Source: an optimization exercise on an open RTL-to-GDS flow (aim: small area, a short achievable clock period and few clock cycles). Production flows keep margins and buffers that such runs may drop. Only simulation tests tie the RTL to the original design; equivalence was not proved. Power figures rest on the tool's default switching activity, not on a simulated workload.

build 64:
==> flow/design.v <==
`timescale 1ns/1ps
module rv_core (
  input  logic                 clk,
  input  logic                 rst_n,
  input  logic                 icache_resp,
  input  logic [32-1:0]  icache_rdata,
  output logic [32-1:0]  icache_address,
  output logic                 icache_read,
  input  logic                 dcache_resp,
  input  logic [32-1:0]  dcache_rdata,
  output logic [32-1:0]  dcache_address,
  output logic                 dcache_read,
  output logic                 dcache_write,
  output logic [32-1:0]  dcache_wdata,
  output logic [4-1:0] dcache_mbe
);
  function automatic logic [32:0] ks_add(input logic [31:0] a, input logic [31:0] b,
                                         input logic cin);
    logic [31:0] g, p, gg, pp, gn, pn, s;
    g    = a & b;
    p    = a ^ b;
    g[0] = g[0] | (p[0] & cin);
    gg   = g;
    pp   = p;
    for (int d = 1; d < 32; d = d * 2) begin
      for (int i = 0; i < 32; i++) begin
        if (i >= d) begin
          gn[i] = gg[i] | (pp[i] & gg[i-d]);
          pn[i] = pp[i] & pp[i-d];
        end else begin
          gn[i] = gg[i];
          pn[i] = pp[i];
        end
      end
      gg = gn;
      pp = pn;
    end
    s[0] = p[0] ^ cin;
    for (int i = 1; i < 32; i++) s[i] = p[i] ^ gg[i-1];
    ks_add = {gg[31], s};
  endfunction
  logic        fr;           
  logic        lds;          
  logic [29:0] pc;
  logic        d_wr, d_ld, d_st, d_op, d_opi, d_lui, d_use1, d_use2;
  logic [31:7] d_w;
  logic        e_wr, e_ld, e_st;
  logic [4:0]  e_rd;
  logic [2:0]  e_f3;
  logic [31:0] e_a, e_b, e_sd;    
  logic        e_fsl;              
  logic        e_rsub, e_uns, e_arith;
  logic        e_radd, e_rcmp, e_rxor, e_ror, e_rand, e_rsl, e_rsr;
  logic        m_we, m_dr, m_dw;
  logic [4:0]  m_rd;
  logic [2:0]  m_f3;
  logic [31:0] m_res;
  logic [31:0] m_wdata;
  logic [3:0]  m_mbe;
  logic [31:0] rf [1:31];
  logic go;
  assign go = ~(fr & ~icache_resp) & ~((m_dr | m_dw) & ~dcache_resp);
  assign icache_read    = fr;
  assign icache_address = {pc, 2'b00};
  assign dcache_read    = m_dr;
  assign dcache_write   = m_dw;
  assign dcache_address = {m_res[31:2], 2'b00};
  assign dcache_wdata   = m_wdata;
  assign dcache_mbe     = m_mbe;
  logic [31:0] ld_sh, ld_val, m_final;
  always_comb begin
    ld_sh = dcache_rdata >> {m_res[1:0], 3'b000};
    case (m_f3)
      3'b000:  ld_val = {{24{ld_sh[7]}}, ld_sh[7:0]};
      3'b001:  ld_val = {{16{ld_sh[15]}}, ld_sh[15:0]};
      3'b100:  ld_val = {24'b0, ld_sh[7:0]};
      3'b101:  ld_val = {16'b0, ld_sh[15:0]};
      default: ld_val = dcache_rdata;
    endcase
    m_final = m_dr ? ld_val : m_res;
  end
  always_ff @(posedge clk) begin
    for (int i = 1; i < 32; i++) begin
      if (m_we && m_rd == 5'(i)) rf[i] <= m_final;
    end
  end
  logic [31:0] iw;
  logic        f_op, f_opi, f_lui, f_ld, f_st, f_use1, f_use2, f_wr, ldu;
  always_comb begin
    iw     = icache_rdata;
    f_op   = iw[6:0] == 7'b0110011;
    f_opi  = iw[6:0] == 7'b0010011;
    f_lui  = iw[6:0] == 7'b0110111;
    f_ld   = iw[6:0] == 7'b0000011;
    f_st   = iw[6:0] == 7'b0100011 &&
             (iw[14:12] == 3'b000 || iw[14:12] == 3'b001 || iw[14:12] == 3'b010);
    f_use1 = f_op | f_opi | f_ld | f_st;
    f_use2 = f_op | f_st;
    f_wr   = (f_op | f_opi | f_lui | f_ld) & (iw[11:7] != 5'd0);
    ldu    = d_ld & d_wr & ((f_use1 & (iw[19:15] == d_w[11:7])) |
                            (f_op & (iw[24:20] == d_w[11:7])));
  end
  always_ff @(posedge clk) begin
    if (!rst_n) begin
      fr  <= 1'b0;
      lds <= 1'b0;
    end else if (go) begin
      fr  <= ~(fr & ldu);
      lds <= fr & ldu;
    end
  end
  always_ff @(posedge clk) begin
    if (!rst_n) begin
      pc <= '0;
    end else if (go && fr) begin
      pc <= pc + 30'd1;
    end
  end
  always_ff @(posedge clk) begin
    if (!rst_n) begin
      d_wr <= 1'b0;
      d_ld <= 1'b0;
      d_st <= 1'b0;
    end else if (go && !lds) begin
      d_wr <= fr & f_wr;
      d_ld <= fr & f_ld;
      d_st <= fr & f_st;
    end
  end
  always_ff @(posedge clk) begin
    if (go && !lds) begin
      d_op   <= f_op;
      d_opi  <= f_opi;
      d_lui  <= f_lui;
      d_use1 <= f_use1;
      d_use2 <= f_use2;
      d_w    <= iw[31:7];
    end
  end
  logic [4:0]  d_rs1, d_rs2, d_rd;
  logic [2:0]  d_f3;
  logic [31:1] s1, s2;
  logic [31:0] r1, r2, a_val, b_val;
  logic        byp1, byp2, fwd_ok, fa_n, fb_n, fs_n;
  logic [31:0] sd_val, imm, res;
  always_comb begin
    d_rs1 = d_w[19:15];
    d_rs2 = d_w[24:20];
    d_rd  = d_w[11:7];
    d_f3  = d_w[14:12];
    for (int i = 1; i < 32; i++) begin
      s1[i] = d_use1 & (d_rs1 == 5'(i));
      s2[i] = d_use2 & (d_rs2 == 5'(i));
    end
    r1 = '0;
    r2 = '0;
    for (int i = 1; i < 32; i++) begin
      r1 = r1 | ({32{s1[i]}} & rf[i]);
      r2 = r2 | ({32{s2[i]}} & rf[i]);
    end
    byp1  = m_we & d_use1 & (m_rd == d_rs1);
    byp2  = m_we & d_use2 & (m_rd == d_rs2);
    a_val  = byp1 ? m_final : r1;
    sd_val = byp2 ? m_final : r2;
    if (d_lui)     imm = {d_w[31:12], 12'b0};
    else if (d_st) imm = {{20{d_w[31]}}, d_w[31:25], d_w[11:7]};
    else           imm = {{20{d_w[31]}}, d_w[31:20]};
    b_val = d_op ? sd_val : imm;
    fwd_ok = e_wr & ~e_ld;
    fa_n   = fwd_ok & d_use1 & (e_rd == d_rs1);
    fb_n   = fwd_ok & d_op & (e_rd == d_rs2);
    fs_n   = fwd_ok & d_st & (e_rd == d_rs2);
  end
  always_ff @(posedge clk) begin
    if (!rst_n) begin
      e_wr <= 1'b0;
      e_ld <= 1'b0;
      e_st <= 1'b0;
    end else if (go) begin
      e_wr <= d_wr & ~lds;
      e_ld <= d_ld & ~lds;
      e_st <= d_st & ~lds;
    end
  end
  always_ff @(posedge clk) begin
    if (go && !lds) begin
      e_rd     <= d_rd;
      e_f3     <= d_f3;
      e_a      <= ({32{fa_n & e_radd}} & sum) | ({32{fa_n & e_rsub}} & dif) |
                  ({32{fa_n}} & oth) | ({32{~fa_n}} & a_val);
      e_b      <= ({32{fb_n & e_radd}} & sum) | ({32{fb_n & e_rsub}} & dif) |
                  ({32{fb_n}} & oth) | ({32{~fb_n}} & b_val);
      e_sd     <= fs_n ? res : sd_val;
      e_fsl    <= e_ld & d_st & (e_rd == d_rs2);
      e_uns    <= d_f3[0];
      e_arith  <= d_w[30];
      e_radd   <= ~(d_op | d_opi) | (d_f3 == 3'b000 & ~(d_op & d_w[30]));
      e_rsub   <= d_op & d_f3 == 3'b000 & d_w[30];
      e_rcmp   <= (d_op | d_opi) & d_f3[2:1] == 2'b01;
      e_rxor   <= (d_op | d_opi) & d_f3 == 3'b100;
      e_ror    <= (d_op | d_opi) & d_f3 == 3'b110;
      e_rand   <= (d_op | d_opi) & d_f3 == 3'b111;
      e_rsl    <= (d_op | d_opi) & d_f3 == 3'b001;
      e_rsr    <= (d_op | d_opi) & d_f3 == 3'b101;
    end
  end
  logic [31:0] op_a, op_b, stv, oth, sum, sh_in, sh_out, sh_res, st_sh;
  logic [32:0] dif33, sum33;
  logic [31:0] dif;
  logic        lt, ltu, cmp;
  logic [1:0]  off;
  logic [3:0]  mbe;
  always_comb begin
    op_a  = e_a;
    op_b  = e_b;
    stv   = e_fsl ? m_final : e_sd;
    sum33 = ks_add(op_a, op_b, 1'b0);
    sum   = sum33[31:0];
    dif33 = ks_add(op_a, ~op_b, 1'b1);
    dif   = dif33[31:0];
    lt    = (op_a[31] ^ op_b[31]) ? op_a[31] : dif[31];
    ltu   = ~dif33[32];
    cmp   = e_uns ? ltu : lt;
    for (int i = 0; i < 32; i++) sh_in[i] = e_rsl ? op_a[31 - i] : op_a[i];
    sh_out = 32'($signed({e_rsr & e_arith & op_a[31], sh_in}) >>> op_b[4:0]);
    for (int i = 0; i < 32; i++) sh_res[i] = e_rsl ? sh_out[31 - i] : sh_out[i];
    oth = ({32{e_rcmp}} & {31'b0, cmp}) |
          ({32{e_rxor}} & (op_a ^ op_b)) |
          ({32{e_ror}}  & (op_a | op_b)) |
          ({32{e_rand}} & (op_a & op_b)) |
          ({32{e_rsl | e_rsr}} & sh_res);
    res = ({32{e_radd}} & sum) | ({32{e_rsub}} & dif) | oth;
    off   = sum[1:0];
    st_sh[7:0]   = stv[7:0];
    st_sh[15:8]  = (e_f3[1] | (e_f3[0] & off == 2'd0)) ? stv[15:8] : stv[7:0];
    st_sh[23:16] = e_f3[1] ? stv[23:16] : ((e_f3[0] & off == 2'd1) ? stv[15:8] : stv[7:0]);
    st_sh[31:24] = e_f3[1] ? stv[31:24] : ((e_f3[0] & off == 2'd2) ? stv[15:8] : stv[7:0]);
    case (e_f3[1:0])
      2'b00:   mbe = 4'b0001 << off;
      2'b01:   mbe = 4'b0011 << off;
      default: mbe = 4'b1111;
    endcase
  end
  always_ff @(posedge clk) begin
    if (!rst_n) begin
      m_we <= 1'b0;
      m_dr <= 1'b0;
      m_dw <= 1'b0;
    end else if (go) begin
      m_we <= e_wr;
      m_dr <= e_ld;
      m_dw <= e_st;
    end
  end
  always_ff @(posedge clk) begin
    if (go) begin
      m_rd    <= e_rd;
      m_f3    <= e_f3;
      m_res   <= res;
      m_wdata <= st_sh;
      m_mbe   <= mbe;
    end
  end
endmodule
Settings: LEC_CHECK=0, ABC_AREA=1, CAP_MARGIN=20, CORE_MARGIN=2, CORE_UTILIZATION=40, CTS_CLUSTER_DIAMETER=80, CTS_CLUSTER_SIZE=30, SETUP_SLACK_MARGIN=5, SLEW_MARGIN=20; clock period 8.0 ns.
run.sh (not shown) runs the stock make flow with config.mk's settings and CLKGATE_MAP_FILE= SYNTH_SCRIPT=/design/flow/synth_recipe.tcl, a recipe that flattens the netlist after the stock synthesis.
Build 64 closes out successfully: all stages finished, all timing, DRC and antenna checks passed.
Testbench counts of build 64, summed over its fixed seeds: cycles 10,686.
Setup changes, build 64 to build 20
# build 64
export LEC_CHECK = 0
export ABC_AREA = 1
export CAP_MARGIN = 20
export CORE_MARGIN = 2
export CORE_UTILIZATION = 40
export CTS_CLUSTER_DIAMETER = 80
export CTS_CLUSTER_SIZE = 30
export SETUP_SLACK_MARGIN = 5
export SLEW_MARGIN = 20
create_clock -name core_clock -period 8.0 [get_ports {clk}]
# build 20
export LEC_CHECK = 0
export ABC_AREA = 1
export CAP_MARGIN = 20
export CORE_MARGIN = 2
export CORE_UTILIZATION = 40
export SETUP_SLACK_MARGIN = 5
export SLEW_MARGIN = 20
create_clock -name core_clock -period 8.0 [get_ports {clk}]
Notes after the runs:
- Build 20 | status: complete | timing, DRC, antenna: pass
- Going from build 64 to build 20, routed length on met3 now smaller; area added between synthesis and finish rose 1.4 points; data arrival at the endpoint of the critical path now sits higher.
- Critical path depth ends up higher on build 64.
- Utilization for build 20: 0.56 points up relative to build 64
Input-level comparison between build 38 and build 20:
# build 20
export LEC_CHECK = 0
export ABC_AREA = 1
export CAP_MARGIN = 20
export CORE_MARGIN = 2
export CORE_UTILIZATION = 40
export SETUP_SLACK_MARGIN = 5
export SLEW_MARGIN = 20
create_clock -name core_clock -period 8.0 [get_ports {clk}]
# build 38
export LEC_CHECK = 0
export ABC_AREA = 1
export CAP_MARGIN = 20
export CORE_MARGIN = 2
export CORE_UTILIZATION = 40
export SETUP_SLACK_MARGIN = 5
export SLEW_MARGIN = 20
export TNS_END_PERCENT = 0
create_clock -name core_clock -period 8.0 [get_ports {clk}]
## What came out
- Build 20 finished every step from synthesis to the final layout, and the layout passed the timing, DRC and antenna checks.
- Build 38 went all the way through synthesis, placement and routing and the layout is clean on timing, DRC and antenna.
- Between build 38 and build 20, the critical path data required time does not differ in any meaningful way.
- Run comparison: build 38 destination of the critical timing path e_a[12]$_DFFE_PP_; build 20 destination of the critical timing path e_a[18]$_DFFE_PP_
- | layout-stage area growth over the synthesis result | build 38 vs build 20 | 8.3 points lower |
- Total power of build 38 is lower than that of build 20.
- Build 20 has higher share of post-route cells with drive strength above 1 than build 38.
- Pre-CTS setup slack is lower on build 38
- Build 38 reports a lower cell area after layout than build 20 does.
- Of build 38 and build 20, the higher worst setup slack belongs to build 20.
- Wire length ends up lower on build 38.
- Of the two values seen for power group with the largest share, combinational cells was produced by build 20 and registers by build 38.
- On post-place instance area, build 38 and build 20 are basically level.
- Compared with build 20, in build 38 count of clock buffers in the final design now smaller; number of combinational gates with multiple inputs comparable.

static timing again, ports no longer ideal:
No port has a modelled driver above. Below, the same layouts with a new extraction and two added sets of constraints.
Step 1 sets driving cells, clkbuf_16 on the clock port and buf_2 on the other inputs (assumed; they add their load-dependent delay and slew).
Step 2 times the ports against the registers' clock, not the clock port: input delays grow and output delays shrink by t, the midpoint of the rising clock arrivals with the driver on.
Slacks: no drivers / after step 1 / after step 2; pairs: no drivers / after step 1.
run | t (ns) | slack for setup (ns) | hold WS [ns] | worst setup path at the end | clock arrival spread, ns
build 64 | 0.827 | 4.700 / 4.700 / 4.159 | 0.456 / 0.456 / 0.456 | input to register | 0.076 / 0.076
build 20 | 0.899 | 4.690 / 4.690 / 4.096 | 0.426 / 0.426 / 0.426 | input to register | 0.048 / 0.048
build 38 | 0.907 | 4.261 / 4.261 / 3.593 | 0.427 / 0.427 / 0.427 | input to register | 0.072 / 0.072
After both steps setup and hold are still met in every run listed. For build 38, which loses most, drivers alone change the setup slack by 0.000 ns; drivers and shift together by -0.668 ns.
